Background: an optimization exercise with open tools, aiming at small area and a short achievable clock period. Do not read the settings as production practice.
The RTL was checked by simulation tests, not by an equivalence proof against the original design.

== before ==
==> flow/design.v (excerpt) <==
module grad_top (
    input  wire logic        clk,
    input  wire logic        rst,
    input  wire logic        in_valid,
    input  wire logic        sof,
    input  wire logic [7:0]  pixel,
    output logic             out_valid,
    output logic [32:0]      grad
);
Size in the first run: roughly 2500 cells after synthesis, roughly 730 flip-flops, about 46 I/O pins.
==> flow/config.mk <==
export PLATFORM = sky130hd
export DESIGN_NAME = grad_top
export DESIGN_NICKNAME = grad_top
export VERILOG_FILES = /design/flow/design.v
export SDC_FILE = /design/flow/constraint.sdc
export NUM_CORES = 4
export LEC_CHECK = 0
export CAP_MARGIN = 20
export CORE_MARGIN = 2
export CORE_UTILIZATION = 65
export CTS_CLUSTER_DIAMETER = 80
export CTS_CLUSTER_SIZE = 25
export SLEW_MARGIN = 20
==> flow/constraint.sdc <==
create_clock -name core_clock -period 26.0 [get_ports {clk}]
set_input_delay 5.2000 -clock core_clock [delete_from_list [all_inputs] [get_ports {clk}]]
set_output_delay 5.2000 -clock core_clock [all_outputs]
set_load 0.01 [all_outputs]
standard.sh (not shown) runs the stock make flow with config.mk's settings and CLKGATE_MAP_FILE= SYNTH_SCRIPT=/design/flow/synth_recipe.tcl, a recipe that flattens the netlist after the stock synthesis.
==> flow/flow/run.sh <==
#!/bin/bash
# The standard layout, with the port buffers made from buf_4 cells instead of the
# resizer's default pick (a delay cell), so that the ports are not slowed down.
set -euo pipefail
export BUFFER_PORTS_ARGS="-buffer_cell sky130_fd_sc_hd__buf_4"
bash standard.sh > standard.log 2>&1
Input changes introduced in after (baseline for comparison: before):
Settings: a change of CTS_CLUSTER_SIZE from 25 to 16; an added CTS_BUF_LIST of sky130_fd_sc_hd__clkbuf_8; a change of CTS_CLUSTER_DIAMETER from 80 to 60.
Results
Compared with before, in after clock network area share saw a decrease; layout overhead on the synthesized area decreased 0.37 points; maximum number of pins on one net before global-route repair was more or less identical.

* * *

Another version of the RTL of grad_top (not shown whole).
For scale: ~620 flip-flops, roughly 46 I/O pins.
Design grad_top, start of the top module:
module grad_top (
    input  wire logic        clk,
    input  wire logic        rst,
    input  wire logic        in_valid,
    input  wire logic        sof,
    input  wire logic [7:0]  pixel,
    output logic             out_valid,
    output logic [32:0]      grad
);
clock: 26.0 ns
lec_check: 0
cap_margin: 20
core_margin: 2
core_utilization: 70
cts_cluster_diameter: 80
cts_cluster_size: 25
place_density: 0.75
slew_margin: 20
run.sh (not shown) runs the stock make flow with config.mk's settings and CLKGATE_MAP_FILE= SYNTH_SCRIPT=/design/flow/synth_recipe.tcl, a recipe that flattens the netlist after the stock synthesis.
Stock flow here: none of the scripts above is used.
Then changed:
--- a/flow/config.mk
+++ b/flow/config.mk
@@ -10,4 +10 @@
-export CORE_UTILIZATION = 70
-export CTS_CLUSTER_DIAMETER = 80
-export CTS_CLUSTER_SIZE = 25
-export PLACE_DENSITY = 0.75
+export CORE_UTILIZATION = 65
The new run produced a clean layout; die area went up by a little under a tenth; utilization decreases by 3.0 points; area after synthesis is unchanged; setup slack degrades by 0.0077 ns; non-clock buffer count does not change; fmax is about the same; final area came out higher by a few percent.
Then changed:
--- a/flow/config.mk
+++ b/flow/config.mk
@@ -8 +8 @@
-export CAP_MARGIN = 20
+export CAP_MARGIN = 50
@@ -11 +11,3 @@
-export SLEW_MARGIN = 20
+export CTS_CLUSTER_DIAMETER = 80
+export CTS_CLUSTER_SIZE = 25
+export SLEW_MARGIN = 80
- clock-buffer cell count fell by 32
- global-route usage hardly moves
- final cell count increases by about 0.4%
- setup slack improved by 0.074 ns
- synthesized area does not change
- via count goes up by about 1.3%

* * *

grad_top again, from the RTL that the note above started with.
Settings: LEC_CHECK=0, CAP_MARGIN=20, CORE_MARGIN=2, CORE_UTILIZATION=65, CTS_CLUSTER_DIAMETER=90, CTS_CLUSTER_SIZE=30, SLEW_MARGIN=20; clock period 26.0 ns.
The baseline finished with timing, DRC and antenna clean.
Change:
- CAP_MARGIN: 20 -> 80
- CTS_CLUSTER_DIAMETER: 90 -> 80
- CTS_CLUSTER_SIZE: 30 -> 25
- SLEW_MARGIN: 20 -> 90
The changed run stopped in clock tree synthesis.
Area after synthesis stays the same.
Synthesized cell count is unchanged.
Change:
- CAP_MARGIN: 80 -> 20
- CORE_UTILIZATION: 65 -> 80
- PLACE_DENSITY: not set -> 0.85
- SLEW_MARGIN: 90 -> 20
With this change the flow ran to the end with no violations.
Synthesized area is unchanged.
Synthesized cell count stays the same.
Change:
- CORE_UTILIZATION: 80 -> 65
- PLACE_DENSITY: 0.85 -> not set
Outcome: Register-to-register slack gains 0.42 ns; setup slack gets better by 0.20 ns; count of clock-buffer cells in the layout shrinks by 3; design area is about the same; sequential share of layout area stays flat; die area came out higher by 23%; non-clock buffer count is unchanged.
Change:
- CTS_CLUSTER_DIAMETER: 80 -> 60
- CTS_CLUSTER_SIZE: 25 -> 20
Die area stays the same.
Maximum frequency rose by about 0.47%.
Worst setup slack gains 0.031 ns.
Area after synthesis stays the same.
Cell count went up by 0.72%.
First-iteration DRC count shrinks by about 0.8%.
Via count increases by 0.86%.
Change:
==> flow/flow/run.sh (new file) <==
#!/bin/bash
# The standard layout, with the port buffers made from buf_4 cells instead of the
# resizer's default pick (a delay cell), so that the ports are not slowed down.
set -euo pipefail
export BUFFER_PORTS_ARGS="-buffer_cell sky130_fd_sc_hd__buf_4"
bash standard.sh > standard.log 2>&1
==> flow/standard.sh (new file) <==
#!/bin/bash
# synth_recipe.tcl (not shown) runs the flow's synth.tcl, then flattens the netlist and writes it again
# the make line also repeats each setting of config.mk as NAME=value (left out here)
make -C /OpenROAD-flow-scripts/flow DESIGN_CONFIG=/design/flow/config.mk WORK_HOME=/design/flow/orfs CLKGATE_MAP_FILE= SYNTH_SCRIPT=/design/flow/synth_recipe.tcl "${@:-finish}"
- CTS_CLUSTER_DIAMETER: 60 -> 80
- CTS_CLUSTER_SIZE: 20 -> 25
removed: flow/run.sh
Sequential share of layout area came out higher by 0.68 points.
First-iteration DRC count decreases by a little under a tenth.
Final area shrinks slightly.
Register-to-register slack got worse by 0.22 ns.
Via count falls slightly.
Wire length fell slightly.
Die area is unchanged.
Non-clock buffer count came out lower by 2.
Setup slack degrades by 0.033 ns.

* * *

grad_top, a different RTL version from the one above (not shown whole).
Size: about 2300 cells after synthesis, about 720 flip-flops, roughly 29000 sq um of cells after synthesis.
==> flow/design.v (excerpt) <==
module grad_top (
    input  wire logic        clk,
    input  wire logic        rst,
    input  wire logic        in_valid,
    input  wire logic        sof,
    input  wire logic [7:0]  pixel,
    output logic             out_valid,
    output logic [32:0]      grad
);
Settings: LEC_CHECK=0, CAP_MARGIN=20, CORE_MARGIN=2, CORE_UTILIZATION=80, SLEW_MARGIN=20; clock period 26.0 ns.
standard.sh (not shown) runs the stock make flow with config.mk's settings and CLKGATE_MAP_FILE= SYNTH_SCRIPT=/design/flow/synth_recipe.tcl, a recipe that flattens the netlist after the stock synthesis.
==> flow/flow/run.sh <==
#!/bin/bash
# The standard layout, with the port buffers made from buf_2 cells instead of the
# resizer's default pick (a delay cell), and clkbuf_8 cells at the clock tree's leaves.
set -euo pipefail
export BUFFER_PORTS_ARGS="-buffer_cell sky130_fd_sc_hd__buf_2"
export CTS_ARGS="-sink_clustering_enable -repair_clock_nets -sink_clustering_size 16 -sink_clustering_max_diameter 80 -buf_list {sky130_fd_sc_hd__clkbuf_8 sky130_fd_sc_hd__clkbuf_16} -root_buf sky130_fd_sc_hd__clkbuf_16 -sink_clustering_buffer sky130_fd_sc_hd__clkbuf_8"
bash standard.sh > standard.log 2>&1
The starting point finished with timing, DRC and antenna clean.
Then changed:
CORE_UTILIZATION = 70   (was 80)
- design area came out higher slightly
- global-route usage fell by 6.0 points
- first-iteration DRC count is lower by roughly a tenth

* * *

north:
Another version of the RTL of grad_top (not shown whole).
Size in the first run: ~2400 cells after synthesis, roughly 730 flip-flops, about 46 I/O pins, roughly 30000 um^2 of cells after synthesis.
clock: 26.0 ns
lec_check: 0
cap_margin: 20
core_margin: 2
core_utilization: 65
cts_cluster_diameter: 80
cts_cluster_size: 25
slew_margin: 20
==> flow/flow/run.sh <==
#!/bin/bash
# The standard layout, with the port buffers made from buf_4 cells instead of the
# resizer's default pick (a delay cell), and a clock tree with fewer levels.
set -euo pipefail
export BUFFER_PORTS_ARGS="-buffer_cell sky130_fd_sc_hd__buf_4"
export CTS_ARGS="-sink_clustering_enable -repair_clock_nets -sink_clustering_size 25 -sink_clustering_max_diameter 80 -distance_between_buffers 1000 -branching_point_buffers_distance 1000"
bash standard.sh > standard.log 2>&1
The final layout from north, which completed every stage, passed the timing, DRC and antenna checks at the end of the flow.
[inputs] south vs north
# north
export LEC_CHECK = 0
export CAP_MARGIN = 20
export CORE_MARGIN = 2
export CORE_UTILIZATION = 65
export CTS_CLUSTER_DIAMETER = 80
export CTS_CLUSTER_SIZE = 25
export SLEW_MARGIN = 20
create_clock -name core_clock -period 26.0 [get_ports {clk}]
# south
export LEC_CHECK = 0
export CAP_MARGIN = 20
export CORE_MARGIN = 2
export CORE_UTILIZATION = 85
export CTS_CLUSTER_DIAMETER = 80
export CTS_CLUSTER_SIZE = 25
export SLEW_MARGIN = 20
create_clock -name core_clock -period 26.0 [get_ports {clk}]
==> flow/flow/run.sh <==
#!/bin/bash
# The standard layout, with the port buffers made from buf_4 cells instead of the
# resizer's default pick (a delay cell), so that the ports are not slowed down.
set -euo pipefail
export BUFFER_PORTS_ARGS="-buffer_cell sky130_fd_sc_hd__buf_4"
bash standard.sh > standard.log 2>&1
==> comparison <==
Looking at final cell utilization of the core, south sits 21 points higher than north does.
The total number of cells along the worst setup path number comes out higher for south vs north.
#### Input delta (east over south)
# south
export LEC_CHECK = 0
export CAP_MARGIN = 20
export CORE_MARGIN = 2
export CORE_UTILIZATION = 85
export CTS_CLUSTER_DIAMETER = 80
export CTS_CLUSTER_SIZE = 25
export SLEW_MARGIN = 20
create_clock -name core_clock -period 26.0 [get_ports {clk}]
# east
export LEC_CHECK = 0
export CAP_MARGIN = 20
export CORE_MARGIN = 2
export CORE_UTILIZATION = 55
export CTS_CLUSTER_DIAMETER = 80
export CTS_CLUSTER_SIZE = 25
export SLEW_MARGIN = 20
create_clock -name core_clock -period 26.0 [get_ports {clk}]
Results
- The slowest library cell on the worst path comes out sky130_fd_sc_hd__nand2_1 in one run and sky130_fd_sc_hd__dfxtp_1 in the other, namely in south and east respectively.
- As far as average cell area after synthesis goes, east and south are indistinguishable; the numbers are identical.
- east gives less shortest period the worst path allows than south did.
- Looking at clock slew seen by the registers of the worst setup and hold paths across south and east, the one that comes out higher is south.
Relative to east, the following input files were edited for west:
# east
export LEC_CHECK = 0
export CAP_MARGIN = 20
export CORE_MARGIN = 2
export CORE_UTILIZATION = 55
export CTS_CLUSTER_DIAMETER = 80
export CTS_CLUSTER_SIZE = 25
export SLEW_MARGIN = 20
create_clock -name core_clock -period 26.0 [get_ports {clk}]
# west
export LEC_CHECK = 0
export CAP_MARGIN = 20
export CORE_MARGIN = 2
export CORE_UTILIZATION = 65
export CTS_CLUSTER_DIAMETER = 60
export CTS_CLUSTER_SIZE = 35
export SLEW_MARGIN = 20
create_clock -name core_clock -period 26.0 [get_ports {clk}]
### Flow results
Taking east as the reference, in west initial standard-cell utilization of the core now larger; number of iterations in the first detailed-routing pass now larger; multi-input gate area in the final layout did not really move. Of the two values seen for end point of the critical path, grad[17] was produced by west and grad[20] by east. Compare east and west | clock buffer count higher: east.

* * *

== JK ==
Starting RTL as in the previous note.
Settings: LEC_CHECK=0, CAP_MARGIN=20, CORE_MARGIN=2, CORE_UTILIZATION=65, CTS_CLUSTER_DIAMETER=70, CTS_CLUSTER_SIZE=30, SLEW_MARGIN=20; clock period 26.0 ns.
==> flow/flow/run.sh <==
#!/bin/bash
# The standard layout, with the port buffers made from buf_4 cells instead of the
# resizer's default pick (a delay cell), so that the ports are not slowed down.
set -euo pipefail
export BUFFER_PORTS_ARGS="-buffer_cell sky130_fd_sc_hd__buf_4"
bash standard.sh > standard.log 2>&1
#### Input delta (MS over JK)
- changing CTS_CLUSTER_DIAMETER from 70 to 80
- changing CTS_CLUSTER_SIZE from 30 to 25
- changing CORE_UTILIZATION from 65 to 75
Findings:
Per the comparison of MS with JK, layout-stage area growth over the synthesis result lost 1.4 points; worst path setup slack after routing now larger.
As far as average size of a mapped cell goes, MS and JK are indistinguishable; the numbers are identical.
JK → MS: count of cell instances traversed by the critical path comparable; met1 capacity usage during global routing rose 5.2 points.
Modified inputs, AL compared to MS
- CORE_UTILIZATION: 75 -> 65
==> flow/flow/run.sh <==
#!/bin/bash
# The standard layout, with the port buffers made from buf_4 cells instead of the
# resizer's default pick (a delay cell), and a clock tree with fewer levels.
set -euo pipefail
export BUFFER_PORTS_ARGS="-buffer_cell sky130_fd_sc_hd__buf_4"
export CTS_ARGS="-sink_clustering_enable -repair_clock_nets -sink_clustering_size 25 -sink_clustering_max_diameter 80 -sink_clustering_levels 1"
bash standard.sh > standard.log 2>&1
Results
- In AL, clock network area share is higher than in MS.
- Number of levels the H-tree was split into of AL is on par with MS.
- Looking at wire length of the first global-routing pass, AL sits below MS.
- On detailed-route wire length on metal 1: between AL and MS, it ends up lower for AL.
- Standard cell area after detailed placement, AL and MS: larger value in AL
- Minimum period implied by the final worst setup slack for AL: 0.0087 ns up relative to MS
- Every stage of the flow completed for AL, and the final layout passed the timing, DRC and antenna checks.
- Compared with MS, AL has less setup slack.
Input-level comparison between TR and AL:
==> flow/flow/run.sh <==
#!/bin/bash
# The standard layout, with the port buffers made from buf_4 cells instead of the
# resizer's default pick (a delay cell), so that the ports are not slowed down.
set -euo pipefail
export BUFFER_PORTS_ARGS="-buffer_cell sky130_fd_sc_hd__buf_4"
bash standard.sh > standard.log 2>&1
==> summary.txt <==
- Every stage of the flow completed for TR, and the final layout passed the timing, DRC and antenna checks.
- Per the comparison of TR with AL, deepest level of the CTS H-tree about even, area growth from synthesis to layout about even, routed wire length on met3 shows no meaningful change.
- AL -> TR: global-route usage delta 0, exact match
- Looking at TR and AL, the routed wire length is a wash.
- Between AL and TR, the worst setup slack does not differ in any meaningful way.

* * *

== run 1 ==
Another version of the RTL of grad_top (not shown whole).
Size in the first run: about 2,400 cells after synthesis, roughly 720 flip-flops, roughly 46 I/O pins, about 0.030 mm2 of cells after synthesis.
export LEC_CHECK = 0
export CAP_MARGIN = 20
export CORE_MARGIN = 2
export CORE_UTILIZATION = 75
export CTS_CLUSTER_DIAMETER = 80
export CTS_CLUSTER_SIZE = 25
export SLEW_MARGIN = 20
create_clock -name core_clock -period 26.0 [get_ports {clk}]
==> flow/flow/run.sh <==
#!/bin/bash
# The standard layout, with the port buffers made from buf_4 cells instead of the
# resizer's default pick (a delay cell), so that the ports are not slowed down.
set -euo pipefail
export BUFFER_PORTS_ARGS="-buffer_cell sky130_fd_sc_hd__buf_4"
bash standard.sh > standard.log 2>&1
The flow did not stop early for run 1: all stages ran, and the layout cleared the timing, DRC and antenna checks.
## Diff of input files: run 2 against run 1
Settings: CTS_BUF_LIST newly set to sky130_fd_sc_hd__clkbuf_8 sky130_fd_sc_hd__clkbuf_16.
Findings:
Peak clock frequency supported by timing across run 2 and run 1: no real change.
Run 2 and run 1 ended up with roughly the same part of the cycle the worst path needs.
Re number of cells on the worst hold path: no difference whatsoever between run 1 and run 2.
Going from run 1 to run 2, worst setup slack now sits at about the same level, routed wire length held, post-route worst hold slack now sits at about the same level.
Clock period minus worst slack across run 2 and run 1: no real change.
~same synthesized cell count in run 2 and run 1
For run 3, these inputs were changed with respect to run 2:
Settings: removing CTS_BUF_LIST (formerly sky130_fd_sc_hd__clkbuf_8 sky130_fd_sc_hd__clkbuf_16).
==> flow/flow/run.sh <==
#!/bin/bash
# The standard layout, with the port buffers made from buf_2 cells instead of the
# resizer's default pick (a delay cell), and clkbuf_8 cells at the clock tree's leaves.
set -euo pipefail
export BUFFER_PORTS_ARGS="-buffer_cell sky130_fd_sc_hd__buf_2"
export CTS_ARGS="-sink_clustering_enable -repair_clock_nets -sink_clustering_size 18 -sink_clustering_max_diameter 80 -buf_list {sky130_fd_sc_hd__clkbuf_8 sky130_fd_sc_hd__clkbuf_16} -root_buf sky130_fd_sc_hd__clkbuf_16 -sink_clustering_buffer sky130_fd_sc_hd__clkbuf_8"
bash standard.sh > standard.log 2>&1
## What came out
Delta (run 3 minus run 2): worst reg-to-reg setup slack increased by 0.10 ns relative to the old numbers, design area went down 1.1%, count of clock-buffer cells in the layout +11.
Input changes introduced in run 4 (baseline for comparison: run 3):
==> flow/flow/run.sh <==
#!/bin/bash
# The standard layout, with the port buffers made from buf_4 cells instead of the
# resizer's default pick (a delay cell), and clkbuf_8 cells at the clock tree's leaves.
set -euo pipefail
export BUFFER_PORTS_ARGS="-buffer_cell sky130_fd_sc_hd__buf_4"
export CTS_ARGS="-sink_clustering_enable -repair_clock_nets -sink_clustering_size 16 -sink_clustering_max_diameter 80 -buf_list {sky130_fd_sc_hd__clkbuf_8 sky130_fd_sc_hd__clkbuf_16} -root_buf sky130_fd_sc_hd__clkbuf_16 -sink_clustering_buffer sky130_fd_sc_hd__clkbuf_8"
bash standard.sh > standard.log 2>&1
Results
Utilization: run 4 vs run 3 up 0.49 points
Looking only at overall track demand over capacity in global routing, and setting everything else aside, the lower value of run 4 and run 3 goes to run 3.
Met1 global-route usage: run 4 vs run 3 — no meaningful difference
Across both runs, count of clock-buffer cells in the layout was higher for run 4 than for run 3.
Relative to run 3, non-clock buffer count has decreased by 1 in run 4.
Relative to run 4, the following input files were edited for run 5:
==> flow/flow/run.sh <==
#!/bin/bash
# The standard layout, with the port buffers made from buf_2 cells instead of the
# resizer's default pick (a delay cell), and clkbuf_8 cells at the clock tree's leaves.
set -euo pipefail
export BUFFER_PORTS_ARGS="-buffer_cell sky130_fd_sc_hd__buf_2"
export CTS_ARGS="-sink_clustering_enable -repair_clock_nets -sink_clustering_size 20 -sink_clustering_max_diameter 60 -buf_list {sky130_fd_sc_hd__clkbuf_8 sky130_fd_sc_hd__clkbuf_16} -root_buf sky130_fd_sc_hd__clkbuf_16 -sink_clustering_buffer sky130_fd_sc_hd__clkbuf_8"
bash standard.sh > standard.log 2>&1
Results
[compare] base=run 4 new=run 5: slew at the pin closest to its max-slew limit shows an increase of 0.029 ns; worst setup slack shows a reduction of 0.0077 ns; utilization after layout shows no meaningful change. Between run 4 and run 5, the difference in number of hold-slack violations in the final timing report is negligible. Re largest buffer count on any clock path: no difference whatsoever between run 5 and run 4. Looking only at count of vias placed by the detailed router, and setting everything else aside, the higher value of run 4 and run 5 goes to run 4.

-- separate check: timing with driven ports --
The results above use ideal ports. As a check the final layouts listed here were re-extracted and re-timed, cells and wires unchanged.
Step 1, drivers: a clkbuf_16 drives clk and a buf_2 each remaining input, both assumed.
Step 2 moves the port delays by t, midway between the first and last clock arrival at a register: inputs arrive t later, outputs are due t later. That takes back most of the time a late clock gives input paths.
Three values: ideal, step 1, step 2; two values: the first two.
| run | t (ns) | setup WS [ns] | hold WS [ns] | worst register clock-pin slew, ns | cell pins on the clock port's net |
|---|---|---|---|---|---|
| before | 0.627 | 19.779 / 19.721 / 19.936 | 0.324 / 0.324 / 0.324 | 0.10 / 0.10 | 1 |
| after | 0.714 | 19.673 / 19.619 / 19.938 | 0.313 / 0.313 / 0.313 | 0.10 / 0.10 | 1 |
| the first run of note 2 | 0.657 | 19.304 / 19.266 / 19.304 | 0.316 / 0.316 / 0.316 | 0.10 / 0.10 | 1 |
| the second run of note 2 | 0.675 | 19.296 / 19.237 / 19.473 | 0.323 / 0.323 / 0.323 | 0.07 / 0.07 | 1 |
| the third run of note 2 | 0.623 | 19.370 / 19.308 / 19.551 | 0.316 / 0.316 / 0.316 | 0.10 / 0.10 | 1 |
| the first run of note 3 | 0.651 | 19.294 / 19.237 / 19.514 | 0.325 / 0.325 / 0.325 | 0.12 / 0.12 | 1 |
| the third run of note 3 | 0.629 | 19.081 / 19.081 / 19.081 | 0.322 / 0.322 / 0.322 | 0.11 / 0.11 | 1 |
| the fourth run of note 3 | 0.663 | 19.280 / 19.221 / 19.503 | 0.312 / 0.312 / 0.312 | 0.10 / 0.10 | 1 |
| the fifth run of note 3 | 0.641 | 19.312 / 19.251 / 19.505 | 0.321 / 0.321 / 0.321 | 0.09 / 0.09 | 1 |
| the sixth run of note 3 | 0.627 | 19.279 / 19.279 / 19.279 | 0.312 / 0.312 / 0.312 | 0.09 / 0.09 | 1 |
| the first run of note 4 | 0.621 | 19.778 / 19.723 / 19.791 | 0.325 / 0.325 / 0.325 | 0.12 / 0.12 | 1 |
| the second run of note 4 | 0.623 | 19.788 / 19.734 / 19.954 | 0.323 / 0.323 / 0.323 | 0.11 / 0.11 | 1 |
| north | 0.623 | 19.779 / 19.725 / 20.329 | 0.326 / 0.326 / 0.326 | 0.10 / 0.10 | 1 |
| south | 0.612 | 19.723 / 19.723 / 19.723 | 0.322 / 0.322 / 0.322 | 0.11 / 0.11 | 1 |
| east | 0.640 | 19.780 / 19.718 / 20.329 | 0.328 / 0.328 / 0.328 | 0.10 / 0.10 | 1 |
| west | 0.645 | 19.752 / 19.696 / 20.322 | 0.315 / 0.315 / 0.315 | 0.10 / 0.10 | 1 |
| JK | 0.627 | 19.763 / 19.708 / 20.332 | 0.322 / 0.322 / 0.322 | 0.10 / 0.10 | 1 |
| MS | 0.625 | 19.788 / 19.730 / 20.296 | 0.329 / 0.329 / 0.329 | 0.10 / 0.10 | 1 |
| AL | 0.623 | 19.779 / 19.725 / 20.329 | 0.326 / 0.326 / 0.326 | 0.10 / 0.10 | 1 |
| TR | 0.623 | 19.779 / 19.725 / 20.329 | 0.326 / 0.326 / 0.326 | 0.10 / 0.10 | 1 |
| run 1 | 0.621 | 19.785 / 19.726 / 20.331 | 0.327 / 0.327 / 0.327 | 0.10 / 0.10 | 1 |
| run 2 | 0.621 | 19.785 / 19.726 / 20.330 | 0.330 / 0.330 / 0.330 | 0.10 / 0.10 | 1 |
| run 3 | 0.613 | 19.790 / 19.732 / 20.277 | 0.318 / 0.318 / 0.318 | 0.12 / 0.12 | 1 |
| run 4 | 0.630 | 19.787 / 19.727 / 20.345 | 0.325 / 0.325 / 0.325 | 0.11 / 0.11 | 1 |
| run 5 | 0.615 | 19.779 / 19.725 / 20.270 | 0.319 / 0.319 / 0.319 | 0.12 / 0.12 | 1 |
After both steps setup and hold are still met in every run listed.
